Background: an optimization exercise with open tools, aiming at small area and a short achievable clock period. Do not read the settings as production practice. The RTL was checked by simulation tests, not by an equivalence proof against the original design. Power is estimated from default activity; no workload was simulated.

==> flow/design.v <==
`default_nettype none
package cpu_pkg;
	localparam int word_width = 16;
	localparam int reg_count = 4;
	localparam int reg_addr_width = 2;
	localparam int dmem_depth = 16;
	localparam int dmem_addr_width = 4;
	localparam logic [3:0] op_adi = 4'd4;
	localparam logic [3:0] op_ori = 4'd5;
	localparam logic [3:0] op_lhi = 4'd6;
	localparam logic [3:0] op_lwd = 4'd7;
	localparam logic [3:0] op_swd = 4'd8;
	localparam logic [3:0] op_rtype = 4'd15;
	localparam logic [5:0] fn_add = 6'd0;
	localparam logic [5:0] fn_sub = 6'd1;
	localparam logic [5:0] fn_and = 6'd2;
	localparam logic [5:0] fn_orr = 6'd3;
	localparam logic [5:0] fn_not = 6'd4;
	localparam logic [5:0] fn_tcp = 6'd5;
	localparam logic [5:0] fn_shl = 6'd6;
	localparam logic [5:0] fn_shr = 6'd7;
	localparam logic [5:0] fn_wwd = 6'd28;
	localparam logic [5:0] fn_hlt = 6'd29;
	typedef struct packed {
		logic inv;
		logic imm_lo;
		logic imm_sx;
		logic imm_hi;
		logic s_sum;
		logic s_or;
		logic s_and;
		logic s_shr;
		logic s_mem;
		logic wr;
		logic sw;
		logic wwd;
		logic hlt;
	} ctrl_t;
endpackage
`default_nettype wire
`default_nettype none
module control (
	input  logic              [15:0] inst,
	input  logic                     ex_wr,
	input  logic              [1:0]  ex_dest,
	output cpu_pkg::ctrl_t           ctrl,
	output logic              [1:0]  dest,
	output logic              [3:0]  rs_oh,
	output logic              [3:0]  rt_oh,
	output logic                     fwd_a,
	output logic                     fwd_b
);
	logic [1:0] rs;
	logic [1:0] rt;
	logic       a_use;
	logic       b_use;
	logic [1:0] b_reg;
	logic       a_hit;
	logic       b_hit;
	assign rs = inst[11:10];
	assign rt = inst[9:8];
	always_comb begin
		ctrl = '0;
		a_use = 1'b1;
		b_use = 1'b0;
		b_reg = rt;
		case (inst[15:12])
			cpu_pkg::op_adi: begin
				ctrl.imm_lo = 1'b1;
				ctrl.imm_sx = 1'b1;
				ctrl.s_sum = 1'b1;
				ctrl.wr = 1'b1;
			end
			cpu_pkg::op_ori: begin
				ctrl.imm_lo = 1'b1;
				ctrl.s_or = 1'b1;
				ctrl.wr = 1'b1;
			end
			cpu_pkg::op_lhi: begin
				ctrl.imm_hi = 1'b1;
				ctrl.s_sum = 1'b1;
				ctrl.wr = 1'b1;
				a_use = 1'b0;
			end
			cpu_pkg::op_lwd: begin
				ctrl.s_mem = 1'b1;
				ctrl.wr = 1'b1;
			end
			cpu_pkg::op_swd: begin
				ctrl.sw = 1'b1;
				b_use = 1'b1;
			end
			cpu_pkg::op_rtype: begin
				b_use = 1'b1;
				ctrl.wr = 1'b1;
				case (inst[5:0])
					cpu_pkg::fn_add: ctrl.s_sum = 1'b1;
					cpu_pkg::fn_sub: begin
						ctrl.inv = 1'b1;
						ctrl.s_sum = 1'b1;
					end
					cpu_pkg::fn_and: ctrl.s_and = 1'b1;
					cpu_pkg::fn_orr: ctrl.s_or = 1'b1;
					cpu_pkg::fn_not: begin
						ctrl.inv = 1'b1;
						ctrl.s_or = 1'b1;
						a_use = 1'b0;
						b_reg = rs;
					end
					cpu_pkg::fn_tcp: begin
						ctrl.inv = 1'b1;
						ctrl.s_sum = 1'b1;
						a_use = 1'b0;
						b_reg = rs;
					end
					cpu_pkg::fn_shl: begin
						ctrl.s_sum = 1'b1;
						b_reg = rs;
					end
					cpu_pkg::fn_shr: ctrl.s_shr = 1'b1;
					cpu_pkg::fn_wwd: begin
						ctrl.wr = 1'b0;
						ctrl.wwd = 1'b1;
						ctrl.s_sum = 1'b1;
						b_use = 1'b0;
					end
					cpu_pkg::fn_hlt: begin
						ctrl.wr = 1'b0;
						ctrl.hlt = 1'b1;
						a_use = 1'b0;
						b_use = 1'b0;
					end
					default: begin
						ctrl.wr = 1'b0;
						a_use = 1'b0;
						b_use = 1'b0;
					end
				endcase
			end
			default: begin
				a_use = 1'b0;
			end
		endcase
	end
	assign a_hit = ex_wr && ex_dest == rs;
	assign b_hit = ex_wr && ex_dest == b_reg;
	assign fwd_a = a_use && a_hit;
	assign fwd_b = b_use && b_hit;
	assign rs_oh = (a_use && !a_hit) ? (4'b0001 << rs) : 4'b0000;
	assign rt_oh = (b_use && !b_hit) ? (4'b0001 << b_reg) : 4'b0000;
	assign dest = (inst[15:12] == cpu_pkg::op_rtype) ? inst[7:6] : inst[9:8];
endmodule
`default_nettype wire
`default_nettype none
module reg_file (
	input  logic        clk,
	input  logic        rst,
	input  logic [3:0]  rs_oh,
	input  logic [3:0]  rt_oh,
	input  logic        fwd_a,
	input  logic        fwd_b,
	input  logic [15:0] imm,
	input  logic [1:0]  dec_rs,
	input  logic [3:0]  dec_off,
	input  logic        we_next,
	input  logic [1:0]  wr_addr_next,
	input  logic [15:0] ex_result,
	output logic [15:0] dec_line,
	output logic [15:0] rs_data,
	output logic [15:0] rt_data,
	input  logic        we,
	input  logic [1:0]  wr_addr,
	input  logic [15:0] wr_data
);
	logic [15:0] regs [4];
	always_ff @(posedge clk) begin
		for (int i = 0; i < 4; i++) begin
			if (rst || (we && wr_addr == 2'(i))) begin
				regs[i] <= rst ? '0 : wr_data;
			end
		end
	end
	logic [3:0] dec_rs_low;
	logic [3:0] reg_addr;
	logic [3:0] fwd_addr;
	logic [3:0] dec_addr;
	assign dec_rs_low = (we && wr_addr == dec_rs) ? wr_data[3:0] : regs[dec_rs][3:0];
	assign reg_addr = dec_rs_low + dec_off;
	assign fwd_addr = ex_result[3:0] + dec_off;
	assign dec_addr = (we_next && wr_addr_next == dec_rs) ? fwd_addr : reg_addr;
	assign dec_line = 16'd1 << dec_addr;
	always_comb begin
		rs_data = {16{fwd_a}} & wr_data;
		rt_data = ({16{fwd_b}} & wr_data) | imm;
		for (int i = 0; i < 4; i++) begin
			rs_data = rs_data | ({16{rs_oh[i]}} & regs[i]);
			rt_data = rt_data | ({16{rt_oh[i]}} & regs[i]);
		end
	end
endmodule
`default_nettype wire
`default_nettype none
module id_ex_reg (
	input  logic                     clk,
	input  logic                     rst,
	input  logic                     inst_valid,
	input  logic              [15:0] inst,
	input  cpu_pkg::ctrl_t           dec_ctrl,
	input  logic              [1:0]  dec_dest,
	input  logic              [3:0]  dec_rs_oh,
	input  logic              [3:0]  dec_rt_oh,
	input  logic                     dec_fwd_a,
	input  logic                     dec_fwd_b,
	input  logic              [15:0] dec_line,
	output cpu_pkg::ctrl_t           ex_ctrl,
	output logic              [3:0]  ex_rs_oh,
	output logic              [3:0]  ex_rt_oh,
	output logic                     ex_fwd_a,
	output logic                     ex_fwd_b,
	output logic              [1:0]  ex_dest,
	output logic              [7:0]  ex_imm8,
	output logic              [15:0] ex_line
);
	always_ff @(posedge clk) begin
		if (rst || !inst_valid) begin
			ex_ctrl <= '0;
		end else begin
			ex_ctrl <= dec_ctrl;
		end
	end
	always_ff @(posedge clk) begin
		ex_rs_oh <= dec_rs_oh;
		ex_rt_oh <= dec_rt_oh;
		ex_fwd_a <= dec_fwd_a;
		ex_fwd_b <= dec_fwd_b;
		ex_dest <= dec_dest;
		ex_imm8 <= inst[7:0];
		ex_line <= dec_line;
	end
endmodule
`default_nettype wire
`default_nettype none
module execute_stage (
	input  logic                     clk,
	input  logic                     rst,
	input  cpu_pkg::ctrl_t           ex_ctrl,
	input  logic              [1:0]  ex_dest,
	input  logic              [7:0]  ex_imm8,
	input  logic              [15:0] a,
	input  logic              [15:0] b,
	input  logic              [15:0] ex_line,
	output logic              [15:0] imm,
	output logic                     ex_wr,
	output logic              [15:0] ex_result,
	output logic                     wb_valid,
	output logic              [1:0]  wb_reg,
	output logic              [15:0] wb_data,
	output logic                     out_valid,
	output logic              [15:0] out_data,
	output logic                     halted
);
	logic        halted_q;
	logic        wb_valid_q;
	logic        out_valid_q;
	logic [1:0]  wb_reg_q;
	logic [15:0] wb_data_q;
	logic        live;
	logic [15:0] bx;
	logic [16:0] sum_c;
	logic [15:0] sum;
	logic [15:0] mem_rdata;
	logic [15:0] line;
	logic [15:0] result;
	logic [15:0] dmem [16];
	assign live = !halted_q;
	assign imm[7:0] = ex_ctrl.imm_lo ? ex_imm8 : 8'd0;
	assign imm[15:8] = ex_ctrl.imm_hi ? ex_imm8 : {8{ex_ctrl.imm_sx && ex_imm8[7]}};
	assign bx = ex_ctrl.inv ? ~b : b;
	assign sum_c = {a, 1'b1} + {bx, ex_ctrl.inv};
	assign sum = sum_c[16:1];
	assign line = ex_line;
	always_comb begin
		mem_rdata = '0;
		for (int i = 0; i < 16; i++) begin
			mem_rdata = mem_rdata | ({16{line[i]}} & dmem[i]);
		end
	end
	assign result = ({16{ex_ctrl.s_sum}} & sum) |
		({16{ex_ctrl.s_or}} & (a | bx)) |
		({16{ex_ctrl.s_and}} & (a & b)) |
		({16{ex_ctrl.s_shr}} & {a[15], a[15:1]}) |
		({16{ex_ctrl.s_mem}} & mem_rdata);
	assign ex_wr = live && ex_ctrl.wr;
	assign ex_result = result;
	always_ff @(posedge clk) begin
		for (int i = 0; i < 16; i++) begin
			if (rst || (live && ex_ctrl.sw && line[i])) begin
				dmem[i] <= rst ? '0 : b;
			end
		end
	end
	always_ff @(posedge clk) begin
		if (rst) begin
			wb_valid_q <= 1'b0;
			out_valid_q <= 1'b0;
			halted_q <= 1'b0;
		end else begin
			wb_valid_q <= ex_wr;
			out_valid_q <= live && ex_ctrl.wwd;
			halted_q <= halted_q || (live && ex_ctrl.hlt);
		end
	end
	always_ff @(posedge clk) begin
		wb_reg_q <= ex_dest;
		wb_data_q <= result;
	end
	assign wb_valid = wb_valid_q;
	assign wb_reg = wb_reg_q;
	assign wb_data = wb_data_q;
	assign out_valid = out_valid_q;
	assign out_data = wb_data_q;
	assign halted = halted_q;
endmodule
`default_nettype wire
`default_nettype none
module cpu_top (
	input  logic                               clk,
	input  logic                               rst,
	input  logic                               inst_valid,
	input  logic [cpu_pkg::word_width-1:0]     inst,
	output logic                               wb_valid,
	output logic [cpu_pkg::reg_addr_width-1:0] wb_reg,
	output logic [cpu_pkg::word_width-1:0]     wb_data,
	output logic                               out_valid,
	output logic [cpu_pkg::word_width-1:0]     out_data,
	output logic                               halted
);
	cpu_pkg::ctrl_t dec_ctrl;
	logic [1:0]  dec_dest;
	cpu_pkg::ctrl_t ex_ctrl;
	logic [3:0]  ex_rs_oh;
	logic [3:0]  ex_rt_oh;
	logic [1:0]  ex_dest;
	logic [7:0]  ex_imm8;
	logic [15:0] a;
	logic [15:0] b;
	logic        ex_wr;
	logic [15:0] dec_line;
	logic [15:0] ex_result;
	logic [15:0] ex_line;
	logic        dec_fwd_a;
	logic        dec_fwd_b;
	logic        ex_fwd_a;
	logic        ex_fwd_b;
	logic [15:0] imm;
	logic [3:0]  dec_rs_oh;
	logic [3:0]  dec_rt_oh;
	control u_control (
		.inst (inst),
		.ex_wr (ex_wr),
		.ex_dest (ex_dest),
		.fwd_a (dec_fwd_a),
		.fwd_b (dec_fwd_b),
		.ctrl (dec_ctrl),
		.dest (dec_dest),
		.rs_oh (dec_rs_oh),
		.rt_oh (dec_rt_oh)
	);
	id_ex_reg u_id_ex_reg (
		.clk        (clk),
		.rst        (rst),
		.inst_valid (inst_valid),
		.inst       (inst),
		.dec_ctrl   (dec_ctrl),
		.dec_dest   (dec_dest),
		.dec_rs_oh  (dec_rs_oh),
		.dec_rt_oh  (dec_rt_oh),
		.dec_fwd_a  (dec_fwd_a),
		.dec_fwd_b  (dec_fwd_b),
		.dec_line   (dec_line),
		.ex_line    (ex_line),
		.ex_fwd_a   (ex_fwd_a),
		.ex_fwd_b   (ex_fwd_b),
		.ex_ctrl    (ex_ctrl),
		.ex_rs_oh   (ex_rs_oh),
		.ex_rt_oh   (ex_rt_oh),
		.ex_dest    (ex_dest),
		.ex_imm8    (ex_imm8)
	);
	reg_file u_reg_file (
		.clk     (clk),
		.rst     (rst),
		.rs_oh   (ex_rs_oh),
		.rt_oh   (ex_rt_oh),
		.imm     (imm),
		.dec_rs  (inst[11:10]),
		.dec_off (inst[3:0]),
		.we_next  (ex_wr),
		.wr_addr_next (ex_dest),
		.ex_result (ex_result),
		.dec_line (dec_line),
		.fwd_a   (ex_fwd_a),
		.fwd_b   (ex_fwd_b),
		.rs_data (a),
		.rt_data (b),
		.we      (wb_valid),
		.wr_addr (wb_reg),
		.wr_data (wb_data)
	);
	execute_stage u_execute_stage (
		.clk       (clk),
		.rst       (rst),
		.ex_ctrl   (ex_ctrl),
		.ex_dest   (ex_dest),
		.ex_imm8   (ex_imm8),
		.a         (a),
		.b         (b),
		.ex_line   (ex_line),
		.imm       (imm),
		.ex_wr     (ex_wr),
		.ex_result (ex_result),
		.wb_valid  (wb_valid),
		.wb_reg    (wb_reg),
		.wb_data   (wb_data),
		.out_valid (out_valid),
		.out_data  (out_data),
		.halted    (halted)
	);
endmodule
`default_nettype wire
==> flow/flow/run.sh <==
#!/bin/bash
export CUSTOM_ABC_SCRIPT=$PWD/flow/abc.script
bash standard.sh ADDER_MAP_FILE= "BUFFER_PORTS_ARGS=-buffer_cell sky130_fd_sc_hd__buf_4" "CTS_ARGS=-sink_clustering_enable -repair_clock_nets -buf_list sky130_fd_sc_hd__clkbuf_16 -sink_clustering_size 30 -sink_clustering_max_diameter 60 -dont_use_dummy_load" SYNTH_SCRIPT=$PWD/flow/synth_custom.tcl finish > standard.log 2>&1
==> flow/flow/abc.script <==
&get -n
&st
&dch
&nf -R 30
&put
buffer -c
topo
stime -c
upsize -c
dnsize -c
==> flow/flow/synth_custom.tcl <==
# The standard synthesis script (synth_recipe.tcl), with one change:
# the ABC mapping step uses flow/abc.script in place of ORFS's speed script.
# Registers are mapped before ABC runs, so they are the same as the
# standard synthesis's.
proc synth {args} { yosys synth -nofsm -noshare {*}$args }
proc abc {args} {
  set i [lsearch -exact $args -script]
  if {$i >= 0} { lset args [expr {$i + 1}] $::env(CUSTOM_ABC_SCRIPT) }
  yosys abc {*}$args
}
source $::env(SCRIPTS_DIR)/synth.tcl
# left out here: clear keep_hierarchy, flatten, clean up, hide names made inside functions, write 1_2_yosys.v
==> flow/standard.sh <==
#!/bin/bash
# synth_recipe.tcl (not shown) runs the flow's synth.tcl, then flattens the netlist and writes it again
# the make line also repeats each setting of config.mk as NAME=value (left out here)
make -C /OpenROAD-flow-scripts/flow DESIGN_CONFIG=/design/flow/config.mk WORK_HOME=/design/flow/orfs CLKGATE_MAP_FILE= SYNTH_SCRIPT=/design/flow/synth_recipe.tcl "${@:-finish}"
==> flow/config.mk <==
export PLATFORM = sky130hd
export DESIGN_NAME = cpu_top
export DESIGN_NICKNAME = cpu_top
export VERILOG_FILES = /design/flow/design.v
export SDC_FILE = /design/flow/constraint.sdc
export NUM_CORES = 4
export LEC_CHECK = 0
export CAP_MARGIN = 20
export CORE_MARGIN = 2
export CORE_UTILIZATION = 65
export PLACE_DENSITY = 0.75
export SETUP_SLACK_MARGIN = 2.6
export SLEW_MARGIN = 20
==> flow/constraint.sdc <==
create_clock -name core_clock -period 5.5 [get_ports {clk}]
set_input_delay 1.1000 -clock core_clock [delete_from_list [all_inputs] [get_ports {clk}]]
set_output_delay 1.1000 -clock core_clock [all_outputs]
set_load 0.01 [all_outputs]
==> results of run 1 <==
routing by layer:
layer | GRT usage | wire [um] | up-vias
met5 | 0 | 0 | -
met4 | 0.0868 | 931 | 0
met3 | 0.0491 | 4030 | 77
met2 | 0.468 | 18300 | 638
met1 | 0.448 | 15500 | 5093
li1 | - | - | 4590
stage by stage:
step	hold slack (ns)	total power (W)	worst slack [ns]
floorplan	0.374	0.00374	2.50
global placement	0.405	0.00391	2.13
detailed placement	0.399	0.00393	2.01
CTS	0.380	0.00561	2.38
global route	0.394	0.00577	2.14
finish	0.377	0.00562	2.28
repair_timing:
action | CTS | global route
endpoints found under the setup margin | 22 | 23
pin swaps | 10 | 23
gates resized for setup | 47 | 17
setup buffers | 15 | 9
worst max-delay path, delay by kind of cell, from the launching register on:
family / cells / cell delay [ns]
compound gates: 3 / 0.69
xor+xnor: 2 / 0.49
fa+ha+maj: 1 / 0.41
buf+inv: 2 / 0.39
flops: 1 / 0.44
simple gates: 5 / 0.64
cell families (layout without fill, tap and decap cells):
| logic type | Yosys count | count (layout) | synth area share |
|---|---|---|---|
| compound gates | 293 | 293 | 0.146 |
| xor+xnor | 52 | 52 | 0.0311 |
| buf+inv | 103 | 128 | 0.0287 |
| mux | 6 | 6 | 0.00435 |
| fa+ha+maj | 1 | 1 | 0.000711 |
| flops | 390 | 390 | 0.696 |
| simple gates | 302 | 302 | 0.0938 |
synth_stat cells, types with 3 or more instances:
| master | count |
|---|---|
| nand4_1 | 25 |
| buf_2 | 6 |
| nand3_1 | 24 |
| or3_1 | 4 |
| xor2_1 | 21 |
| nand2b_1 | 7 |
| buf_1 | 6 |
| a21boi_0 | 3 |
| xor2_2 | 3 |
| nor4_1 | 4 |
| mux2_2 | 3 |
| and2_1 | 7 |
| dfxtp_1 | 70 |
| xnor2_1 | 26 |
| o21ai_0 | 38 |
| inv_1 | 11 |
| a221oi_1 | 15 |
| a222oi_1 | 91 |
| buf_4 | 16 |
| a21oi_1 | 28 |
| a211oi_1 | 3 |
| a31oi_1 | 8 |
| a21o_1 | 18 |
| edfxtp_1 | 320 |
| o21a_1 | 4 |
| nand3_2 | 3 |
| o211ai_1 | 3 |
| nor3b_1 | 4 |
| clkbuf_1 | 63 |
| nor2b_1 | 19 |
| nand2_1 | 103 |
| a31o_2 | 5 |
| nor2_1 | 46 |
| or2_2 | 6 |
| and3_1 | 15 |
| nor3_1 | 26 |
| a22oi_1 | 65 |
power groups by stage:
stage	Sequential, W	Combinational [W]	Clock, W
floorplan	0.00341	0.000330	0
global placement	0.00349	0.000424	0
detailed placement	0.00349	0.000433	0
CTS	0.00343	0.000455	0.00172
global route	0.00344	0.000508	0.00182
finish	0.00343	0.000471	0.00172
cell type report:
cell class	instances	area share
inverter	12	0.00259
multi-input combinational	654	0.263
sequential	390	0.634
timing repair buffer	90	0.0394
clock buffer	26	0.0373
tap	324	0.0233
state kept, by name (all words and copies together) (netlist names), 2 cells and up:
register and cells:
u_reg_file.regs 64, u_execute_stage.dmem 256, u_id_ex_reg.ex_dest 2, u_execute_stage.wb_reg_q 2, u_execute_stage.wb_data_q 16, u_id_ex_reg.ex_rs_oh 4
u_id_ex_reg.ex_rt_oh 4, u_id_ex_reg.ex_imm8 8, u_id_ex_reg.ex_line 16, u_id_ex_reg.ex_ctrl 13
worst min-delay path by stage:
stage                                       from                          end  slack, ns  depth (start not counted)
after floorplan           u_id_ex_reg.ex_dest[0]  u_execute_stage.wb_reg_q[0]       0.37                          0
after global placement    u_id_ex_reg.ex_dest[0]  u_execute_stage.wb_reg_q[0]       0.41                          0
after detailed placement  u_id_ex_reg.ex_dest[0]  u_execute_stage.wb_reg_q[0]       0.40                          0
after CTS                 u_id_ex_reg.ex_dest[0]  u_execute_stage.wb_reg_q[0]       0.38                          0
after global routing      u_id_ex_reg.ex_dest[0]  u_execute_stage.wb_reg_q[0]       0.39                          0
final                     u_id_ex_reg.ex_dest[0]  u_execute_stage.wb_reg_q[0]       0.38                          0
==> run notes, run 1 <==
fillcell total 1612; Die Wd 160 um; Max Cap Viol 0; Synth Instances 1147; EDFF count, synth 320; Max transition margin 0.309; final period utilization 0.586; Seq pwr share 0.611; dpl cell area 16400 um2; Starting DRT DRC Count 1792; Netlist cell types 60; vias in the first global route 10011; Clock Skew 0.0711 ns; area of the multi-input gates 4580 um2; Post-Route WL 38800 um; switch share 0.232; Slew @ Worst Pin 1.03 ns; Num CTS Buffers 26; peak supply drop 280 uV; Mapped Avg Cell Area 13.8 um2; commonest cells after routing, fill and taps aside 320 x edfxtp_1, 103 x nand2_1, 91 x a222oi_1; CTS Hold Bufs 0; most common cell after layout, fill and taps aside edfxtp_1; Leak Pwr 6.25 nW; Critical Path RT 5.91 ns; # rows 57; Antenna Nets Post-Route 0; Die Span Y 160 um; DRT Pass-1 Iters 9; Tmin final 3.22 ns; cell mode on critical path buf_4; hpwl dp 25100 um; gpl congestion 0.934; YS warnings 6; IO Pins 56; sequential cell area fraction in the yosys report 0.696; register area 11100 um2; cell internal pwr 0.00432 W; Final Cell Area 17400 um2; critical path's slowest cell edfxtp_1; max-slew violations 0; PwrDens 322 nW/um2; setup_tns 0 ns; r2r startpoint u_reg_file.regs[0][0]; Setup crit start u_reg_file.regs[0][0]; GR Overflow Total 0; worst min-delay path category register to register; total track usage 0.301; Mapped Nets 1166; Synth top area share 0.607; RR Endpoint u_id_ex_reg.ex_line[5]; Cell Count, Final, Fillers Out 1496; largest net degree at the start of global routing 57; Yosys reg bits 390; first-pass GRT wire length 59100 um; CTS H-tree depth 1; initial antenna violation count 0; clock-pin transition on the worst setup and hold timing paths 0.07 ns; Reg2Reg Depth 13; Max FO, Critical Path 8; Remaining DRCs 0; Fin. Hold Viols 0; NumNets Final 1193; clk buf depth 3; max incr delay on CP 0.44 ns; TritonCTS Sinks 390; Worst R2R Setup Slack 2.28 ns; drt wl/cell 25.9 um; final core utilization 0.723; Area Overhead vs Synth 10.1%; Setup crit end kind register; RSZ-0062 raised after global routing yes; Psw 0.00130 W; Avg Vias per Cell 6.95; FFs w/ async S/R, synth 0; top cells by area, synth edfxtp_1 61%, dfxtp_1 8.9%, a222oi_1 5.8%, a22oi_1 3.1%, nand2_1 2.4%; Gate power share 0.084; die area 25600 um2; clock power share 0.306; CP endpoint u_id_ex_reg.ex_line[5]; Port Buffers 55; Root Driver clkbuf_16; initial core utilization 0.657; fraction of layout cells with a size suffix above 1 0.177; Yosys top cell by area edfxtp_1; mapped cell area 15800 um2; n_diodes 0; core area 24100 um2; Worst Path Arrival 3.63 ns; crit path cell chain buf_4 -> a222oi_1 -> nand2_1 -> buf_4 -> nand3_1 -> nand3_2 -> xnor2_1 -> a22oi_2 -> nand4_1 -> o21a_2 -> maj3_2 -> xor2_4 -> nor3_1; status complete, no violations; CTS tree yes; type of origin of the critical path register; fmax 310 MHz; final setup vio count 0; via count 10398; Main synth FF type edfxtp_1; Clk Latency, worst-skew pair 0.58 ns; Inst Count DP 1446; CP Class register to register
==> run 2, diff against run 1 <==
==> flow/flow/run.sh (replaced) <==
#!/bin/bash
export CUSTOM_ABC_SCRIPT=$PWD/flow/abc.script
bash standard.sh ADDER_MAP_FILE= "BUFFER_PORTS_ARGS=-buffer_cell sky130_fd_sc_hd__buf_4" "CTS_ARGS=-sink_clustering_enable -repair_clock_nets -buf_list sky130_fd_sc_hd__clkbuf_8 -sink_clustering_size 20 -sink_clustering_max_diameter 50 -dont_use_dummy_load" SYNTH_SCRIPT=$PWD/flow/synth_custom.tcl finish > standard.log 2>&1
==> flow/flow/abc.script (replaced) <==
&get -n
&st
&dch
&nf
&put
buffer -c
topo
stime -c
upsize -c
dnsize -c
--- a/flow/config.mk
+++ b/flow/config.mk
@@ -8,6 +8,9 @@
 export CAP_MARGIN = 20
 export CORE_MARGIN = 2
 export CORE_UTILIZATION = 65
+export CTS_BUF_LIST = sky130_fd_sc_hd__clkbuf_8
+export CTS_CLUSTER_DIAMETER = 50
+export CTS_CLUSTER_SIZE = 20
 export PLACE_DENSITY = 0.75
 export SETUP_SLACK_MARGIN = 2.6
 export SLEW_MARGIN = 20
==> run notes, run 2 <==
peak supply drop 265 uV (was 280 uV); FFs w/ async S/R, synth 0 (unchanged); drt wl/cell 27.2 um (was 25.9 um); fraction of layout cells with a size suffix above 1 0.200 (was 0.177); dpl ws 1.93 ns (was 2.01 ns); max incr delay on CP 0.48 ns (was 0.44 ns); Die Span Y 160 um (about the same); type of origin of the critical path register (unchanged); Yosys top cell by area edfxtp_1 (unchanged); mapped cell area 15900 um2 (was 15800 um2); CTS tree yes (unchanged); Leak Pwr 6.23 nW (was 6.25 nW); Max transition margin 0.289 (was 0.309); largest reg by FF count u_execute_stage.dmem (unchanged); Max Cap Viol 0 (unchanged); max-slew violations 0 (unchanged); CP Class register to register (unchanged); Area Overhead vs Synth 10.9% (was 10.1%); TritonCTS Sinks 390 (unchanged); number of flip-flops in the largest register 256 (unchanged); GR Overflow Total 0 (unchanged); PwrDens 305 nW/um2 (was 322 nW/um2); initial antenna violation count 0 (unchanged); crit path cell chain a222oi_1 -> nand2_1 -> buf_4 -> o21ai_1 -> o31ai_2 -> or3_1 -> a31o_1 -> o21a_1 -> maj3_2 -> xnor2_4 -> nor3_1 (was buf_4 -> a222oi_1 -> nand2_1 -> buf_4 -> nand3_1 -> nand3_2 -> xnor2_1 -> a22oi_2 -> nand4_1 -> o21a_2 -> maj3_2 -> xor2_4 -> nor3_1); worst min-delay path category register to register (unchanged); first-pass GRT wire length 61400 um (was 59100 um); hold_sp u_id_ex_reg.ex_dest[1] (was u_id_ex_reg.ex_dest[0]); Avg Vias per Cell 7.18 (was 6.95); fillcell total 1555 (was 1612); most common cell after layout, fill and taps aside edfxtp_1 (unchanged); Hold Crit Depth 0 (unchanged); Root Driver clkbuf_8 (was clkbuf_16); initial core utilization 0.658 (was 0.657); Mapped Nets 1172 (was 1166); area of the multi-input gates 4860 um2 (was 4580 um2); top cells by area, synth edfxtp_1 60%, dfxtp_1 8.8%, a222oi_1 5.7%, a22oi_1 3.0%, nand2_1 2.0% (was edfxtp_1 61%, dfxtp_1 8.9%, a222oi_1 5.8%, a22oi_1 3.1%, nand2_1 2.4%); clk buf depth 3 (unchanged); Setup crit start u_reg_file.regs[0][1] (was u_reg_file.regs[0][0]); Mapped Avg Cell Area 13.8 um2 (about the same); status complete, no violations (unchanged); Post-Route WL 41500 um (was 38800 um); Remaining DRCs 0 (unchanged); Hold Slack 0.376 ns (was 0.377 ns); total track usage 0.316 (was 0.301); Fin. Hold Viols 0 (unchanged); NumNets Final 1221 (was 1193); Worst R2R Setup Slack 2.22 ns (was 2.28 ns); Slew @ Worst Pin 1.06 ns (was 1.03 ns); Clock Skew 0.0493 ns (was 0.0711 ns); CTS H-tree depth 2 (was 1); core area 24200 um2 (was 24100 um2); clock-pin transition on the worst setup and hold timing paths 0.10 ns (was 0.07 ns); RR Endpoint u_id_ex_reg.ex_line[8] (was u_id_ex_reg.ex_line[5]); critical path's slowest cell edfxtp_1 (unchanged); Antenna Nets Post-Route 0 (unchanged); Netlist cell types 62 (was 60); Worst Path Arrival 3.72 ns (was 3.63 ns); Critical Path RT 5.94 ns (was 5.91 ns); most frequent cell after synthesis edfxtp_1 (unchanged); final setup vio count 0 (unchanged); n_diodes 0 (unchanged); IO Pins 56 (unchanged); hpwl dp 25600 um (was 25100 um); r2r startpoint u_reg_file.regs[0][1] (was u_reg_file.regs[0][0]); DRT Pass-1 Iters 12 (was 9); sequential cell area fraction in the yosys report 0.692 (was 0.696); Synth top area share 0.604 (was 0.607); largest net degree at the start of global routing 57 (unchanged); final period utilization 0.596 (was 0.586); die area 25700 um2 (was 25600 um2); Tmin final 3.28 ns (was 3.22 ns); top cells by count, synth 320 x edfxtp_1, 91 x a222oi_1, 85 x nand2_1 (was 320 x edfxtp_1, 103 x nand2_1, 91 x a222oi_1); via count 10949 (was 10398); # rows 57 (unchanged); dpl cell area 16400 um2 (about the same); fmax 305 MHz (was 310 MHz); commonest cells after routing, fill and taps aside 320 x edfxtp_1, 100 x buf_4, 91 x a222oi_1 (was 320 x edfxtp_1, 103 x nand2_1, 91 x a222oi_1); biggest regs u_execute_stage.dmem x256, u_reg_file.regs x64 (unchanged); Max FO, Critical Path 8 (unchanged); Final Cell Area 17600 um2 (was 17400 um2); Starting DRT DRC Count 2313 (was 1792); Clk Latency, worst-skew pair 0.57 ns (was 0.58 ns); final worst slack 2.22 ns (was 2.28 ns); EDFF count, synth 320 (unchanged); Num CTS Buffers 36 (was 26); Hold Path End u_execute_stage.wb_reg_q[1] (was u_execute_stage.wb_reg_q[0]); setup_tns 0 ns (unchanged); Reg2Reg Depth 11 (was 13); YS warnings 6 (unchanged); Synth Instances 1153 (was 1147); gpl congestion 0.929 (was 0.934); Main synth FF type edfxtp_1 (unchanged); Port Buffers 55 (unchanged); Setup crit end kind register (unchanged); RSZ-0062 raised after global routing yes (unchanged); Yosys reg bits 390 (unchanged); register area 11100 um2 (about the same); Die Wd 160 um (about the same); vias in the first global route 10399 (was 10011)
==> run 2: changes by cell type in the layout (fill, tap and decap cells not counted), moves of 7 or more <==
cell / before / now
buf_4: 87 / 100
a21oi_2: 4 / 12
a21o_1: 18 / 25
o21ai_0: 34 / 24
clkbuf_8: 0 / 36
a21oi_1: 24 / 13
nand4_1: 25 / 17
nor2_1: 42 / 49
nand3_1: 24 / 31
clkbuf_16: 26 / 0
nand2_1: 103 / 84
and4_1: 1 / 8
==> run 2: area by class of cell <==
class,instances,area share
well taps,324,0.0230
repair buffers,101,0.0432
clock buffers,36,0.0281
flip-flops and latches,390,0.627
multi-input cells,660,0.275
inverters,13,0.00298
==> run 2: what timing repair did <==
action / CTS / global route
resized for setup: 72 / 34
hold buffers: 0 / 0
pin swaps: 18 / 27
endpoints found under the setup margin: 25 / 24
buffers inserted: 21 / 21
==> run 2: stage by stage <==
step           total power [W]  utilization  std cells
2_1_floorplan          0.00374            -       1153
3_3_place_gp           0.00392        0.677       1446
3_5_place_dp           0.00393        0.677       1446
4_1_cts                0.00535        0.715       1503
5_1_grt                0.00553        0.729       1524
6_report               0.00537        0.729       1524
==> run 2: layer usage <==
metal	up-vias	part of all wire	wire length, um	GRT usage
met5	-	0	0	0
met4	0	0.036	1480	0.102
li1	4707	-	-	-
met3	140	0.12	4920	0.0622
met1	5347	0.38	15700	0.454
met2	755	0.47	19400	0.497
==> run 2: worst max-delay path: cells and delay by family (launching register included) <==
kind                     cells  cell delay, ns
adder cells (fa/ha/maj)      1            0.41
AND/OR/NAND/NOR              3            0.66
flip-flops                   1            0.48
buffers and inverters        1            0.20
AO/OA/AOI/OAI                5            1.09
XOR/XNOR                     1            0.31
==> run 2: power by group <==
part	switching [W]	internal, W
Clock	0.000869	0.000587
Sequential	0.000144	0.00331
Combinational	0.000295	0.000166
==> run 2: cell families after synthesis <==
| family | share of synthesized area |
|---|---|
| flops | 0.692 |
| compound gates | 0.152 |
| simple gates | 0.0959 |
| buf+inv | 0.0285 |
| xor+xnor | 0.0256 |
| mux | 0.00338 |
| fa+ha+maj | 0.00267 |
==> run 2: worst max path at each step <==
| stage | endpoint | slack, ns | cells after the start |
|---|---|---|---|
| after floorplan | u_id_ex_reg.ex_line[12] | 2.27 | 10 |
| after global placement | u_id_ex_reg.ex_line[0] | 1.98 | 10 |
| after global routing | u_id_ex_reg.ex_line[2] | 2.10 | 11 |
| after CTS | u_id_ex_reg.ex_line[8] | 2.39 | 10 |
| final | u_id_ex_reg.ex_line[8] | 2.22 | 11 |
| after detailed placement | u_id_ex_reg.ex_line[4] | 1.93 | 10 |
==> run 3, diff against run 2 <==
==> flow/flow/abc.script (replaced) <==
&get -n
&st
&dch
&nf -R 30
&put
buffer -c
topo
stime -c
upsize -c
dnsize -c
==> run notes, run 3 <==
FFs w/ async S/R, synth 0 (unchanged); Avg Vias per Cell 6.96 (was 7.18); Setup crit start u_reg_file.regs[0][0] (was u_reg_file.regs[0][1]); CTS Hold Bufs 0 (unchanged); biggest regs u_execute_stage.dmem x256, u_reg_file.regs x64 (unchanged); Reg2Reg Depth 13 (was 11); cell internal pwr 0.00407 W (about the same); Die Span Y 160 um (about the same); setup_tns 0 ns (unchanged); Post-Route WL 38600 um (was 41500 um); status complete, no violations (unchanged); Leak Pwr 6.16 nW (was 6.23 nW); CP bufs+invs 1 (unchanged); first-pass GRT wire length 58300 um (was 61400 um); clk buf depth 3 (unchanged); RR Endpoint u_id_ex_reg.ex_line[2] (was u_id_ex_reg.ex_line[8]); Die Wd 160 um (about the same); Yosys top cell by area edfxtp_1 (unchanged); fmax 321 MHz (was 305 MHz); Main synth FF type edfxtp_1 (unchanged); top cells by count, synth 320 x edfxtp_1, 103 x nand2_1, 91 x a222oi_1 (was 320 x edfxtp_1, 91 x a222oi_1, 85 x nand2_1); type of origin of the critical path register (unchanged); switch share 0.241 (was 0.243); Gate power share 0.088 (was 0.086); Mapped Nets 1166 (was 1172); total track usage 0.300 (was 0.316); number of flip-flops in the largest register 256 (unchanged); top cells by area, synth edfxtp_1 61%, dfxtp_1 8.9%, a222oi_1 5.8%, a22oi_1 3.1%, nand2_1 2.4% (was edfxtp_1 60%, dfxtp_1 8.8%, a222oi_1 5.7%, a22oi_1 3.0%, nand2_1 2.0%); core area 24100 um2 (was 24200 um2); cell family with most CP delay compound AO/OA/AOI/OAI gates (unchanged); IO Pins 56 (unchanged); vias in the first global route 10012 (was 10399); sequential cell area fraction in the yosys report 0.696 (was 0.692); Cell Count, Final, Fillers Out 1497 (was 1524); die area 25600 um2 (was 25700 um2); Mapped Avg Cell Area 13.8 um2 (about the same); commonest cells after routing, fill and taps aside 320 x edfxtp_1, 103 x nand2_1, 91 x a222oi_1 (was 320 x edfxtp_1, 100 x buf_4, 91 x a222oi_1); PwrDens 311 nW/um2 (was 305 nW/um2); Worst R2R Setup Slack 2.38 ns (was 2.22 ns); Synth top area share 0.607 (was 0.604); NumNets Final 1194 (was 1221); initial antenna violation count 0 (unchanged); final period utilization 0.567 (was 0.596); initial core utilization 0.657 (was 0.658); CP endpoint u_id_ex_reg.ex_line[2] (was u_id_ex_reg.ex_line[8]); largest net degree at the start of global routing 57 (unchanged); Remaining DRCs 0 (unchanged); final setup vio count 0 (unchanged); via count 10417 (was 10949); crit path cell chain a222oi_1 -> buf_4 -> nand3_4 -> xor2_1 -> nand3_1 -> nand3_2 -> xnor2_1 -> a22oi_2 -> nand4_1 -> o21a_2 -> maj3_2 -> xor2_4 -> nor3_1 (was a222oi_1 -> nand2_1 -> buf_4 -> o21ai_1 -> o31ai_2 -> or3_1 -> a31o_1 -> o21a_1 -> maj3_2 -> xnor2_4 -> nor3_1); Max transition margin 0.301 (was 0.289); Psw 0.00129 W (was 0.00131 W); Seq pwr share 0.640 (was 0.643); GR Overflow Total 0 (unchanged); Max Cap Viol 0 (unchanged); most common cell after layout, fill and taps aside edfxtp_1 (unchanged); Tmin final 3.12 ns (was 3.28 ns); # rows 57 (unchanged); YS warnings 6 (unchanged); n_diodes 0 (unchanged); max incr delay on CP 0.47 ns (was 0.48 ns); peak supply drop 211 uV (was 265 uV); Inst Count DP 1446 (unchanged); Max FO, Critical Path 8 (unchanged); Netlist cell types 60 (was 62); final core utilization 0.714 (was 0.729); EDFF count, synth 320 (unchanged); CP Class register to register (unchanged); CTS H-tree depth 2 (unchanged); clock power share 0.272 (was 0.271); critical path's slowest cell edfxtp_1 (unchanged); largest reg by FF count u_execute_stage.dmem (unchanged); CP Depth 13 (was 11); Root Driver clkbuf_8 (unchanged); Fin. Hold Viols 0 (unchanged); Final Cell Area 17200 um2 (was 17600 um2); Slew @ Worst Pin 1.05 ns (was 1.06 ns); Clk Latency, worst-skew pair 0.57 ns (about the same); Num CTS Buffers 36 (unchanged); CTS tree yes (unchanged); most frequent cell after synthesis edfxtp_1 (unchanged); Yosys reg bits 390 (unchanged); mapped cell area 15800 um2 (was 15900 um2); Antenna Nets Post-Route 0 (unchanged); gpl congestion 0.934 (was 0.929); dpl cell area 16400 um2 (about the same); Area Overhead vs Synth 8.77% (was 10.9%); fraction of layout cells with a size suffix above 1 0.177 (was 0.200); Starting DRT DRC Count 1749 (was 2313); clock-pin transition on the worst setup and hold timing paths 0.11 ns (was 0.10 ns); Critical Path RT 5.96 ns (was 5.94 ns); Clock Skew 0.0822 ns (was 0.0493 ns); TritonCTS Sinks 390 (unchanged); RSZ-0062 raised after global routing yes (unchanged); Setup crit end kind register (unchanged); Synth Instances 1147 (was 1153); max-slew violations 0 (unchanged); Worst Path Arrival 3.58 ns (was 3.72 ns); worst min-delay path category register to register (unchanged); DRT Pass-1 Iters 8 (was 12); Port Buffers 55 (unchanged); drt wl/cell 25.8 um (was 27.2 um); r2r startpoint u_reg_file.regs[0][0] (was u_reg_file.regs[0][1]); Hold Slack 0.399 ns (was 0.376 ns); hpwl dp 25100 um (was 25600 um)
-- run 3: cell types whose count changed after synthesis, sizes merged, moves of 5 or more --
cell    before  now
nand2       85  104
a21o        25   18
o21ai       34   39
nor3        31   26
xor2        16   24
nand3       32   27
clkbuf      69   63
buf         21   28
and4         9    1
nand4       17   25
-- run 3: cells by family (layout without fill, tap and decap cells) --
kind of cell | Yosys count | in the layout | synth area share
DFF | 390 | 390 | 0.696
and+or+nand+nor | 302 | 302 | 0.0938
AOI/OAI and AO/OA | 293 | 293 | 0.146
buffers and inverters | 103 | 129 | 0.0287
xor gates and xnor gates | 52 | 52 | 0.0311
muxes | 6 | 6 | 0.00435
adders and majority gates | 1 | 1 | 0.000711
-- run 3: through the flow --
step | worst slack, ns | power, W
after floorplan | 2.50 | 0.00374
after global placement | 2.13 | 0.00391
after detailed placement | 2.01 | 0.00393
after CTS | 2.40 | 0.00534
after global routing | 2.19 | 0.00551
final | 2.38 | 0.00536
-- run 3: worst min path at each step --
stage | cells past startpoint | slack, ns | to | start
after global routing | 0 | 0.42 | u_execute_stage.wb_reg_q[1] | u_id_ex_reg.ex_dest[1]
final | 0 | 0.40 | u_execute_stage.wb_reg_q[1] | u_id_ex_reg.ex_dest[1]
after detailed placement | 0 | 0.40 | u_execute_stage.wb_reg_q[0] | u_id_ex_reg.ex_dest[0]
after floorplan | 0 | 0.37 | u_execute_stage.wb_reg_q[0] | u_id_ex_reg.ex_dest[0]
after global placement | 0 | 0.41 | u_execute_stage.wb_reg_q[0] | u_id_ex_reg.ex_dest[0]
after CTS | 0 | 0.41 | u_execute_stage.wb_reg_q[1] | u_id_ex_reg.ex_dest[1]
-- run 3: what timing repair did --
item | 4_1_cts | 5_1_grt
setup endpoints to repair | 21 | 24
pin swaps | 16 | 8
setup buffers | 7 | 8
gates resized for setup | 41 | 25
-- run 3: cell type report --
class | count | area [um2]
repair buffers | 81 | 624
fillers | 1644 | 6890
clock buffers | 36 | 495
multi-input cells | 654 | 4590
inverters | 12 | 45.0
flip-flops and latches | 390 | 11100
well taps | 324 | 405
-- run 3: layer usage --
metal  vias to the layer above  GRT usage  share of wire
li1                       4587          -              -
met1                      5093      0.432           0.40
met2                       644      0.462           0.46
met3                        93     0.0618           0.11
met4                         0      0.103          0.029
met5                         -          0              0
-- run 3: power by group through the flow --
stage | clock, W | sequential [W] | combinational [W]
after detailed placement | 0 | 0.00349 | 0.000433
after global routing | 0.00156 | 0.00344 | 0.000507
final | 0.00146 | 0.00343 | 0.000470
after floorplan | 0 | 0.00341 | 0.000330
after global placement | 0 | 0.00349 | 0.000424
after CTS | 0.00146 | 0.00343 | 0.000447
==> run 4, diff against run 3 <==
==> flow/flow/abc.script (replaced) <==
&get -n
&st
&dch
&nf -R 40
&put
buffer -c
topo
stime -c
upsize -c
dnsize -c
==> run notes, run 4 <==
status complete, no violations (unchanged); Remaining DRCs 0 (unchanged); Area Overhead vs Synth 10.7% (was 8.77%); EDFF count, synth 320 (unchanged); largest net degree at the start of global routing 57 (unchanged); Slew @ Worst Pin 0.994 ns (was 1.05 ns); critical path's slowest cell a222oi_1 (was edfxtp_1); initial antenna violation count 0 (unchanged); worst min-delay path category register to register (unchanged); Netlist cell types 55 (was 60); most common cell after layout, fill and taps aside edfxtp_1 (unchanged); Hold Slack 0.390 ns (was 0.399 ns); clk buf depth 3 (unchanged); Root Driver clkbuf_8 (unchanged); TritonCTS Sinks 390 (unchanged); biggest regs u_execute_stage.dmem x256, u_reg_file.regs x64 (unchanged); Max transition margin 0.335 (was 0.301); FFs w/ async S/R, synth 0 (unchanged); # rows 57 (unchanged); Post-Route WL 40100 um (was 38600 um); peak supply drop 320 uV (was 211 uV); commonest cells after routing, fill and taps aside 320 x edfxtp_1, 108 x nand2_1, 107 x buf_4 (was 320 x edfxtp_1, 103 x nand2_1, 91 x a222oi_1); final period utilization 0.621 (was 0.567); vias in the first global route 10073 (was 10012); Leak Pwr 6.30 nW (was 6.16 nW); Fin. Hold Viols 0 (unchanged); Num CTS Buffers 34 (was 36); die area 25500 um2 (was 25600 um2); first-pass GRT wire length 59500 um (was 58300 um); largest reg by FF count u_execute_stage.dmem (unchanged); max incr delay on CP 0.40 ns (was 0.47 ns); CTS Hold Bufs 0 (unchanged); fmax 293 MHz (was 321 MHz); max-slew violations 0 (unchanged); sequential cell area fraction in the yosys report 0.698 (was 0.696); Die Span Y 160 um (about the same); Clk Latency, worst-skew pair 0.57 ns (about the same); most frequent cell after synthesis edfxtp_1 (unchanged); Antenna Nets Post-Route 0 (unchanged); DRT Pass-1 Iters 8 (unchanged); number of flip-flops in the largest register 256 (unchanged); crit path cell chain a222oi_1 -> nand4_1 -> a221oi_2 -> nand4_1 -> a222oi_1 -> o211ai_1 -> a21oi_2 -> nand2b_4 -> inv_2 -> maj3_2 -> maj3_2 -> xnor2_4 -> nor3_1 (was a222oi_1 -> buf_4 -> nand3_4 -> xor2_1 -> nand3_1 -> nand3_2 -> xnor2_1 -> a22oi_2 -> nand4_1 -> o21a_2 -> maj3_2 -> xor2_4 -> nor3_1); Synth top area share 0.609 (was 0.607); mapped cell area 15800 um2 (about the same); Starting DRT DRC Count 2036 (was 1749); PwrDens 306 nW/um2 (was 311 nW/um2); type of origin of the critical path register (unchanged); fillcell total 1624 (was 1644); top cells by count, synth 320 x edfxtp_1, 112 x nand2_1, 93 x a222oi_1 (was 320 x edfxtp_1, 103 x nand2_1, 91 x a222oi_1); Setup crit end kind register (unchanged); Critical Path RT 5.95 ns (was 5.96 ns); Tmin final 3.42 ns (was 3.12 ns); Max FO, Critical Path 8 (unchanged); GR Overflow Total 0 (unchanged); NumNets Final 1222 (was 1194); CP Class register to register (unchanged); final setup vio count 0 (unchanged); Clock Skew 0.0659 ns (was 0.0822 ns); via count 10642 (was 10417); IO Pins 56 (unchanged); Max Cap Viol 0 (unchanged); top cells by area, synth edfxtp_1 61%, dfxtp_1 8.9%, a222oi_1 5.9%, a22oi_1 2.9%, nand2_1 2.7% (was edfxtp_1 61%, dfxtp_1 8.9%, a222oi_1 5.8%, a22oi_1 3.1%, nand2_1 2.4%); clock-pin transition on the worst setup and hold timing paths 0.10 ns (was 0.11 ns); Avg Vias per Cell 6.97 (was 6.96); Yosys reg bits 390 (unchanged); Die Wd 160 um (about the same); CTS tree yes (unchanged); Mapped Avg Cell Area 13.8 um2 (about the same); RSZ-0062 raised after global routing yes (unchanged); Main synth FF type edfxtp_1 (unchanged); Worst Path Arrival 3.87 ns (was 3.58 ns); Port Buffers 55 (unchanged); total track usage 0.307 (was 0.300); Yosys top cell by area edfxtp_1 (unchanged); YS warnings 6 (unchanged); hpwl dp 25500 um (was 25100 um); CTS H-tree depth 2 (unchanged); Mapped Nets 1163 (was 1166); gpl congestion 0.913 (was 0.934); core area 24100 um2 (unchanged); drt wl/cell 26.3 um (was 25.8 um); fraction of layout cells with a size suffix above 1 0.201 (was 0.177); setup_tns 0 ns (unchanged); Synth Instances 1144 (was 1147); initial core utilization 0.655 (was 0.657)
-- run 4: cell types whose count changed after synthesis, sizes merged, moves of 3 or more --
cell,previous run,this run
nor2b,19,22
inv,12,15
nand2,104,112
xnor2,28,31
nor2,47,43
a22oi,66,62
xor2,24,20
and2,7,3
-- run 4: area by class of cell --
class,instances,area [um2],area share
diodes,1,2.50,0.000143
clock buffers,34,468,0.0268
inverters,15,58.8,0.00337
multi-input cells,648,4580,0.262
flip-flops and latches,390,11100,0.633
well taps,324,405,0.0232
repair buffers,114,891,0.0510
-- run 4: through the flow --
step,std cells,utilization,power [W],area [um2],setup slack (ns)
4_1_cts,1503,0.710,0.00532,17100,2.08
3_3_place_gp,1442,0.676,0.00391,16300,1.92
6_report,1526,0.724,0.00533,17500,2.08
5_1_grt,1525,0.724,0.00549,17500,1.87
3_5_place_dp,1442,0.676,0.00393,16300,1.82
2_1_floorplan,1144,-,0.00374,15800,2.27
-- run 4: final timing paths --
path	from	endpoint	slack, ns	cells past startpoint
max	u_execute_stage.dmem[0][0]	u_id_ex_reg.ex_line[9]	2.08	13
min	u_id_ex_reg.ex_ctrl[0]	u_execute_stage.halted_q	0.39	2
max reg2reg	u_execute_stage.dmem[0][0]	u_id_ex_reg.ex_line[9]	2.08	13
min reg2reg	u_id_ex_reg.ex_ctrl[0]	u_execute_stage.halted_q	0.39	2
-- run 4: critical path, delay by kind of cell (launching register included) --
| kind | cells | cell delay (ns) |
|---|---|---|
| AOI/OAI and AO/OA | 5 | 1.34 |
| and+or+nand+nor | 4 | 0.56 |
| DFF | 1 | 0.39 |
| buffers and inverters | 1 | 0.03 |
| adders and majority gates | 2 | 0.71 |
| xor gates and xnor gates | 1 | 0.29 |
-- run 4: report_power, final --
| group | switching, W | total [W] | leakage, nW | internal [W] |
|---|---|---|---|---|
| Clock | 0.000871 | 0.00143 | 0.244 | 0.000556 |
| Sequential | 0.000110 | 0.00342 | 3.89 | 0.00331 |
| Combinational | 0.000313 | 0.000485 | 2.17 | 0.000171 |
-- run 4: cell families after synthesis --
family	share of synthesized area
DFF	0.698
and+or+nand+nor	0.0938
AOI/OAI and AO/OA	0.143
buffers and inverters	0.0312
xor gates and xnor gates	0.0293
muxes	0.00341
adders and majority gates	0.00143
-- run 4: what timing repair did --
action / CTS / global route
endpoints found under the setup margin: 24 / 25
buffers inserted: 27 / 20
gates resized for setup: 45 / 41
pin swaps: 25 / 22
-- run 4: metal layers --
metal  up-vias  routed length [um]  global-route usage
met5         -                   0                   0
met3       108                4360              0.0595
li1       4620                   -                   -
met4         0                1460               0.102
met2       707               18600               0.477
met1      5207               15700               0.443
==> run 5, diff against run 4 <==
==> flow/flow/abc.script (replaced) <==
&get -n
&st
&dch
&nf -R 20
&put
buffer -c
topo
stime -c
upsize -c
dnsize -c
==> run notes, run 5 <==
status complete, no violations (unchanged); fillcell total 1659 (was 1624); total track usage 0.299 (was 0.307); via count 10459 (was 10642); RSZ-0062 raised after global routing yes (unchanged); Slew @ Worst Pin 0.994 ns (about the same); mapped cell area 15800 um2 (about the same); Main synth FF type edfxtp_1 (unchanged); gpl congestion 0.956 (was 0.913); Tmin final 3.13 ns (was 3.42 ns); Setup crit end kind register (unchanged); largest reg by FF count u_execute_stage.dmem (unchanged); vias in the first global route 9930 (was 10073); top cells by count, synth 320 x edfxtp_1, 103 x nand2_1, 91 x a222oi_1 (was 320 x edfxtp_1, 112 x nand2_1, 93 x a222oi_1); Max transition margin 0.335 (about the same); Starting DRT DRC Count 1855 (was 2036); Inst Count DP 1452 (was 1442); final period utilization 0.570 (was 0.621); Setup crit start u_reg_file.regs[2][1] (was u_execute_stage.dmem[0][0]); Mapped Nets 1173 (was 1163); Yosys reg bits 390 (unchanged); Clock Skew 0.0425 ns (was 0.0659 ns); area of the multi-input gates 4700 um2 (was 4580 um2); FFs w/ async S/R, synth 0 (unchanged); Leak Pwr 6.14 nW (was 6.30 nW); # rows 57 (unchanged); Synth Instances 1154 (was 1144); peak supply drop 265 uV (was 320 uV); CTS tree yes (unchanged); register area 11100 um2 (about the same); Area Overhead vs Synth 9.45% (was 10.7%); drt wl/cell 25.8 um (was 26.3 um); biggest regs u_execute_stage.dmem x256, u_reg_file.regs x64 (unchanged); Die Wd 160 um (about the same); top cells by area, synth edfxtp_1 61%, dfxtp_1 8.9%, a222oi_1 5.8%, a22oi_1 3.1%, nand2_1 2.4% (was edfxtp_1 61%, dfxtp_1 8.9%, a222oi_1 5.9%, a22oi_1 2.9%, nand2_1 2.7%); initial antenna violation count 0 (unchanged); sequential cell area fraction in the yosys report 0.696 (was 0.698); Clk Latency, worst-skew pair 0.57 ns (about the same); Max Cap Viol 0 (unchanged); Yosys top cell by area edfxtp_1 (unchanged); core area 24100 um2 (unchanged); Critical Path RT 5.90 ns (was 5.95 ns); GR Overflow Total 0 (unchanged); initial core utilization 0.657 (was 0.655); worst min-delay path category register to register (unchanged); DRT Pass-1 Iters 8 (unchanged); EDFF count, synth 320 (unchanged); Die Span Y 160 um (about the same); IO Pins 56 (unchanged); Max FO, Critical Path 8 (unchanged); final core utilization 0.719 (was 0.724); Post-Route WL 38900 um (was 40100 um); Root Driver clkbuf_8 (unchanged); dpl cell area 16400 um2 (was 16300 um2); Avg Vias per Cell 6.94 (was 6.97); first-pass GRT wire length 58100 um (was 59500 um); Port Buffers 55 (unchanged); Synth top area share 0.607 (was 0.609); hold_sp u_id_ex_reg.ex_dest[1] (was u_id_ex_reg.ex_ctrl[0]); most common cell after layout, fill and taps aside edfxtp_1 (unchanged); Final Cell Area 17300 um2 (was 17500 um2); Worst Path Arrival 3.54 ns (was 3.87 ns); number of flip-flops in the largest register 256 (unchanged); NumNets Final 1202 (was 1222); Antenna Nets Post-Route 0 (unchanged); Fin. Hold Viols 0 (unchanged); CP Class register to register (unchanged); die area 25600 um2 (was 25500 um2); Num CTS Buffers 34 (unchanged); type of origin of the critical path register (unchanged); final worst slack 2.37 ns (was 2.08 ns); YS warnings 6 (unchanged); largest net degree at the start of global routing 57 (unchanged); commonest cells after routing, fill and taps aside 320 x edfxtp_1, 101 x nand2_1, 91 x a222oi_1 (was 320 x edfxtp_1, 108 x nand2_1, 107 x buf_4); Netlist cell types 58 (was 55); fmax 319 MHz (was 293 MHz); hpwl dp 24800 um (was 25500 um); max-slew violations 0 (unchanged); fraction of layout cells with a size suffix above 1 0.180 (was 0.201); final setup vio count 0 (unchanged); clk buf depth 3 (unchanged); most frequent cell after synthesis edfxtp_1 (unchanged); r2r startpoint u_reg_file.regs[2][1] (was u_execute_stage.dmem[0][0]); TritonCTS Sinks 390 (unchanged); setup_tns 0 ns (unchanged); Remaining DRCs 0 (unchanged); PwrDens 307 nW/um2 (was 306 nW/um2); Cell Count, Final, Fillers Out 1506 (was 1526); clock-pin transition on the worst setup and hold timing paths 0.08 ns (was 0.10 ns); CTS H-tree depth 2 (unchanged); Mapped Avg Cell Area 13.7 um2 (was 13.8 um2); dpl ws 1.85 ns (was 1.82 ns)
## run 5: metal layers
layer | part of all wire | global-route usage | vias up
met5 | 0 | 0 | -
met4 | 0.022 | 0.0794 | 0
met3 | 0.11 | 0.0499 | 76
met2 | 0.47 | 0.471 | 656
met1 | 0.40 | 0.443 | 5113
li1 | - | - | 4614
## run 5: area by class of cell
type,count,share of cell area
multi-input cells,662,0.271
diodes,1,0.000144
inverters,10,0.00217
well taps,324,0.0234
flip-flops and latches,390,0.638
clock buffers,34,0.0270
repair buffers,85,0.0380
## run 5: critical path: stages (launching register included)
cell and delay, ns:
edfxtp_1 0.47, a22oi_2 0.26, a31oi_1 0.17, or3_4 0.41
a21bo_2 0.21, a31o_4 0.22, xor2_2 0.17, o21ai_2 0.08
o21a_2 0.26, maj3_2 0.41, xnor2_4 0.26, nor3_1 0.07
## run 5: where the power goes
group	total, W	switching (W)	internal, W	leakage (nW)
logic	0.000476	0.000301	0.000175	2.01
registers	0.00343	0.000114	0.00331	3.89
clock network	0.00142	0.000868	0.000556	0.244
total	0.00532	0.00128	0.00404	6.14
## run 5: worst paths after layout
kind / end / slack, ns / cells past startpoint
worst max-delay path: u_id_ex_reg.ex_line[14] / 2.37 / 11
worst min-delay path: u_execute_stage.wb_reg_q[1] / 0.40 / 0
worst max register to register: u_id_ex_reg.ex_line[14] / 2.37 / 11
worst min register to register: u_execute_stage.wb_reg_q[1] / 0.40 / 0
## run 5: repair_timing
| action | 4_1_cts | 5_1_grt |
|---|---|---|
| pin swaps | 25 | 16 |
| gates cloned | 0 | 0 |
| setup endpoints to repair | 27 | 26 |
| hold buffers | 0 | 0 |
| resized for setup | 63 | 23 |
| buffers inserted | 11 | 8 |
## run 5: metrics by stage
step	power, W	hold slack (ns)
after floorplan	0.00374	0.374
after global placement	0.00392	0.398
after detailed placement	0.00393	0.394
after CTS	0.00531	0.399
after global routing	0.00547	0.409
final	0.00532	0.398
## run 5: cells by family after synthesis
| logic type | count (synthesis) | share of synthesized area |
|---|---|---|
| xor gates and xnor gates | 51 | 0.0292 |
| AOI/OAI and AO/OA | 296 | 0.146 |
| buffers and inverters | 102 | 0.0282 |
| muxes | 5 | 0.00340 |
| and+or+nand+nor | 308 | 0.0959 |
| DFF | 390 | 0.696 |
| adders and majority gates | 2 | 0.00142 |
==> run 6, diff against run 5 <==
==> flow/flow/abc.script (replaced) <==
&get -n
&st
&dch
&nf -R 30
&put
buffer -c
topo
stime -c
upsize -c
dnsize -c
--- a/flow/config.mk
+++ b/flow/config.mk
@@ -12,5 +12,5 @@
 export CTS_CLUSTER_DIAMETER = 50
 export CTS_CLUSTER_SIZE = 20
 export PLACE_DENSITY = 0.75
-export SETUP_SLACK_MARGIN = 2.6
+export SETUP_SLACK_MARGIN = 2.45
 export SLEW_MARGIN = 20
==> run notes, run 6 <==
status complete, no violations (unchanged); CP Class register to register (unchanged); Hold Path End u_execute_stage.wb_reg_q[1] (unchanged); hold_sp u_id_ex_reg.ex_dest[1] (unchanged); Max Cap Viol 0 (unchanged); Setup crit end kind register (unchanged); Die Span Y 160 um (about the same); setup_tns 0 ns (unchanged); Synth Instances 1147 (was 1154); top cells by count, synth 320 x edfxtp_1, 103 x nand2_1, 91 x a222oi_1 (unchanged); Slew @ Worst Pin 1.02 ns (was 0.994 ns); number of flip-flops in the largest register 256 (unchanged); initial antenna violation count 0 (unchanged); largest net degree at the start of global routing 57 (unchanged); cell family with most CP delay simple AND/OR/NAND/NOR gates (was compound AO/OA/AOI/OAI gates); Avg Vias per Cell 6.99 (was 6.94); Critical Path RT 5.96 ns (was 5.90 ns); commonest cells after routing, fill and taps aside 320 x edfxtp_1, 102 x nand2_1, 91 x a222oi_1 (was 320 x edfxtp_1, 101 x nand2_1, 91 x a222oi_1); total track usage 0.301 (was 0.299); # rows 57 (unchanged); Worst R2R Setup Slack 2.19 ns (was 2.37 ns); Tmin final 3.31 ns (was 3.13 ns); DRT Pass-1 Iters 10 (was 8); TritonCTS Sinks 390 (unchanged); Port Buffers 55 (unchanged); most frequent cell after synthesis edfxtp_1 (unchanged); final setup vio count 0 (unchanged); Num CTS Buffers 36 (was 34); vias in the first global route 10235 (was 9930); Post-Route WL 39900 um (was 38900 um); largest reg by FF count u_execute_stage.dmem (unchanged); fillcell total 1644 (was 1659); GR Overflow Total 0 (unchanged); Clock Skew 0.0558 ns (was 0.0425 ns); NumNets Final 1211 (was 1202); Worst Path Arrival 3.76 ns (was 3.54 ns); final period utilization 0.602 (was 0.570); critical path's slowest cell edfxtp_1 (unchanged); gpl congestion 0.923 (was 0.956); Inst Count DP 1449 (was 1452); die area 25600 um2 (about the same); Main synth FF type edfxtp_1 (unchanged); Starting DRT DRC Count 1859 (was 1855); Hold Crit Depth 0 (unchanged); sequential cell area fraction in the yosys report 0.696 (about the same); RR Endpoint u_id_ex_reg.ex_line[3] (was u_id_ex_reg.ex_line[14]); clk buf depth 3 (unchanged); CTS tree yes (unchanged); YS warnings 6 (unchanged); Yosys top cell by area edfxtp_1 (unchanged); Hold Slack 0.388 ns (was 0.398 ns); Fin. Hold Viols 0 (unchanged); biggest regs u_execute_stage.dmem x256, u_reg_file.regs x64 (unchanged); IO Pins 56 (unchanged); core area 24100 um2 (unchanged); Max FO, Critical Path 4 (was 8); Reg2Reg Depth 14 (was 11); peak supply drop 249 uV (was 265 uV); Area Overhead vs Synth 10.7% (was 9.45%); Antenna Nets Post-Route 0 (unchanged); via count 10578 (was 10459); fmax 302 MHz (was 319 MHz); mapped cell area 15800 um2 (about the same); FFs w/ async S/R, synth 0 (unchanged); n_diodes 0 (was 1); Max transition margin 0.319 (was 0.335); PwrDens 309 nW/um2 (was 307 nW/um2); top cells by area, synth edfxtp_1 61%, dfxtp_1 8.9%, a222oi_1 5.8%, a22oi_1 3.1%, nand2_1 2.4% (unchanged); crit path cell chain a22oi_2 -> nand3_2 -> xor2_4 -> xor2_2 -> nand3_2 -> nand3_4 -> xnor2_2 -> a22oi_2 -> nand4_1 -> o21a_2 -> maj3_2 -> xor2_4 -> buf_6 -> nor3_2 (was a22oi_2 -> a31oi_1 -> or3_4 -> a21bo_2 -> a31o_4 -> xor2_2 -> o21ai_2 -> o21a_2 -> maj3_2 -> xnor2_4 -> nor3_1); Remaining DRCs 0 (unchanged); Cell Count, Final, Fillers Out 1514 (was 1506); CTS H-tree depth 2 (unchanged); RSZ-0062 raised after global routing yes (unchanged); Mapped Avg Cell Area 13.8 um2 (was 13.7 um2); Root Driver clkbuf_8 (unchanged); type of origin of the critical path register (unchanged); drt wl/cell 26.4 um (was 25.8 um); Leak Pwr 6.31 nW (was 6.14 nW); Clk Latency, worst-skew pair 0.56 ns (was 0.57 ns); initial core utilization 0.657 (about the same); worst min-delay path category register to register (unchanged); max-slew violations 0 (unchanged); CP bufs+invs 1 (was 0); first-pass GRT wire length 58700 um (was 58100 um); hpwl dp 25500 um (was 24800 um); Synth top area share 0.607 (about the same); Yosys reg bits 390 (unchanged); clock-pin transition on the worst setup and hold timing paths 0.09 ns (was 0.08 ns); Netlist cell types 60 (was 58); max incr delay on CP 0.46 ns (was 0.47 ns); fraction of layout cells with a size suffix above 1 0.203 (was 0.180); Mapped Nets 1166 (was 1173); most common cell after layout, fill and taps aside edfxtp_1 (unchanged); EDFF count, synth 320 (unchanged); r2r startpoint u_reg_file.regs[2][1] (unchanged); Die Wd 160 um (about the same)
run 6: changes by cell type after synthesis, sizes merged, moves of 4 or more:
cell,before,now
a31oi,13,8
clkbuf,70,63
xnor2,35,28
a21oi,22,28
buf,22,28
o21ai,43,39
xor2,16,24
run 6: what timing repair did:
item / in CTS / in global routing
pin swaps: 18 / 34
setup buffers: 8 / 21
setup endpoints to repair: 21 / 22
resized for setup: 34 / 59
hold endpoints to repair: 0 / 0
hold buffers: 0 / 0
run 6: cell type report:
class	instances	area, um2	share of cell area
timing repair buffer	98	796	0.0454
inverter	12	45.0	0.00257
clock buffer	36	495	0.0283
multi-input combinational	654	4740	0.270
tap	324	405	0.0231
sequential	390	11000	0.630
run 6: stage by stage:
stage	area [um2]	worst slack, ns	power, W	util
after detailed placement	16400	1.97	0.00393	0.680
final	17500	2.19	0.00542	0.727
after floorplan	15900	2.45	0.00374	-
after global placement	16400	2.13	0.00392	0.680
after CTS	17000	2.35	0.00535	0.707
after global routing	17500	2.06	0.00557	0.727
run 6: how the worst max path moves through the flow:
| stage | from | to | slack [ns] | cells after the start |
|---|---|---|---|---|
| after floorplan | inst[11] | u_id_ex_reg.ex_line[12] | 2.45 | 10 |
| after global placement | inst[11] | u_id_ex_reg.ex_line[5] | 2.13 | 11 |
| after detailed placement | u_id_ex_reg.ex_line[0] | u_id_ex_reg.ex_line[3] | 1.97 | 12 |
| after CTS | u_reg_file.regs[0][0] | u_id_ex_reg.ex_line[3] | 2.35 | 11 |
| after global routing | u_reg_file.regs[0][0] | u_id_ex_reg.ex_line[3] | 2.06 | 14 |
| final | u_reg_file.regs[2][1] | u_id_ex_reg.ex_line[3] | 2.19 | 14 |
run 6: report_power, final:
part,internal (W),switching [W]
Sequential,0.00331,0.0000970
Combinational,0.000206,0.000355
Clock,0.000586,0.000865
run 6: layer usage:
layer / GRT usage / vias to the layer above / routed length [um]
li1: - / 4615 / -
met1: 0.428 / 5230 / 15400
met2: 0.477 / 643 / 19200
met3: 0.0626 / 90 / 4280
met4: 0.0876 / 0 / 1040
met5: 0 / - / 0
run 6: cell families (layout without fill, tap and decap cells):
logic type | count (synthesis) | after routing | share of synthesized area
xor+xnor | 52 | 52 | 0.0311
fa+ha+maj | 1 | 1 | 0.000711
simple gates | 302 | 302 | 0.0938
mux | 6 | 6 | 0.00435
compound gates | 293 | 293 | 0.146
flops | 390 | 390 | 0.696
buf+inv | 103 | 146 | 0.0287

## afterwards: timing with drivers on the ports
In the flow no input, the clock included, has a driving cell. The finished layouts below were timed again as built, in two steps.
Step 1 sets driving cells, clkbuf_16 on the clock port and buf_2 on the other inputs (assumed; they add their load-dependent delay and slew).
Step 2 times the ports against the registers' clock, not the clock port: input delays grow and output delays shrink by t, the midpoint of the rising clock arrivals with the driver on.
Three values: ideal, step 1, step 2; two values: the first two.
run	shift t [ns]	slack for setup (ns)	hold slack, ns
run 1	0.591	2.277 / 2.277 / 2.090	0.377 / 0.377 / 0.377
run 2	0.587	2.221 / 2.221 / 1.889	0.376 / 0.376 / 0.376
run 3	0.579	2.381 / 2.381 / 2.152	0.399 / 0.399 / 0.399
run 4	0.583	2.083 / 2.083 / 1.883	0.390 / 0.390 / 0.390
run 5	0.596	2.367 / 2.367 / 1.895	0.398 / 0.398 / 0.398
run 6	0.581	2.191 / 2.191 / 2.016	0.388 / 0.388 / 0.388
After both steps setup and hold are still met in every run listed. For run 5, which loses most, drivers alone change the setup slack by 0.000 ns; drivers and shift together by -0.472 ns.
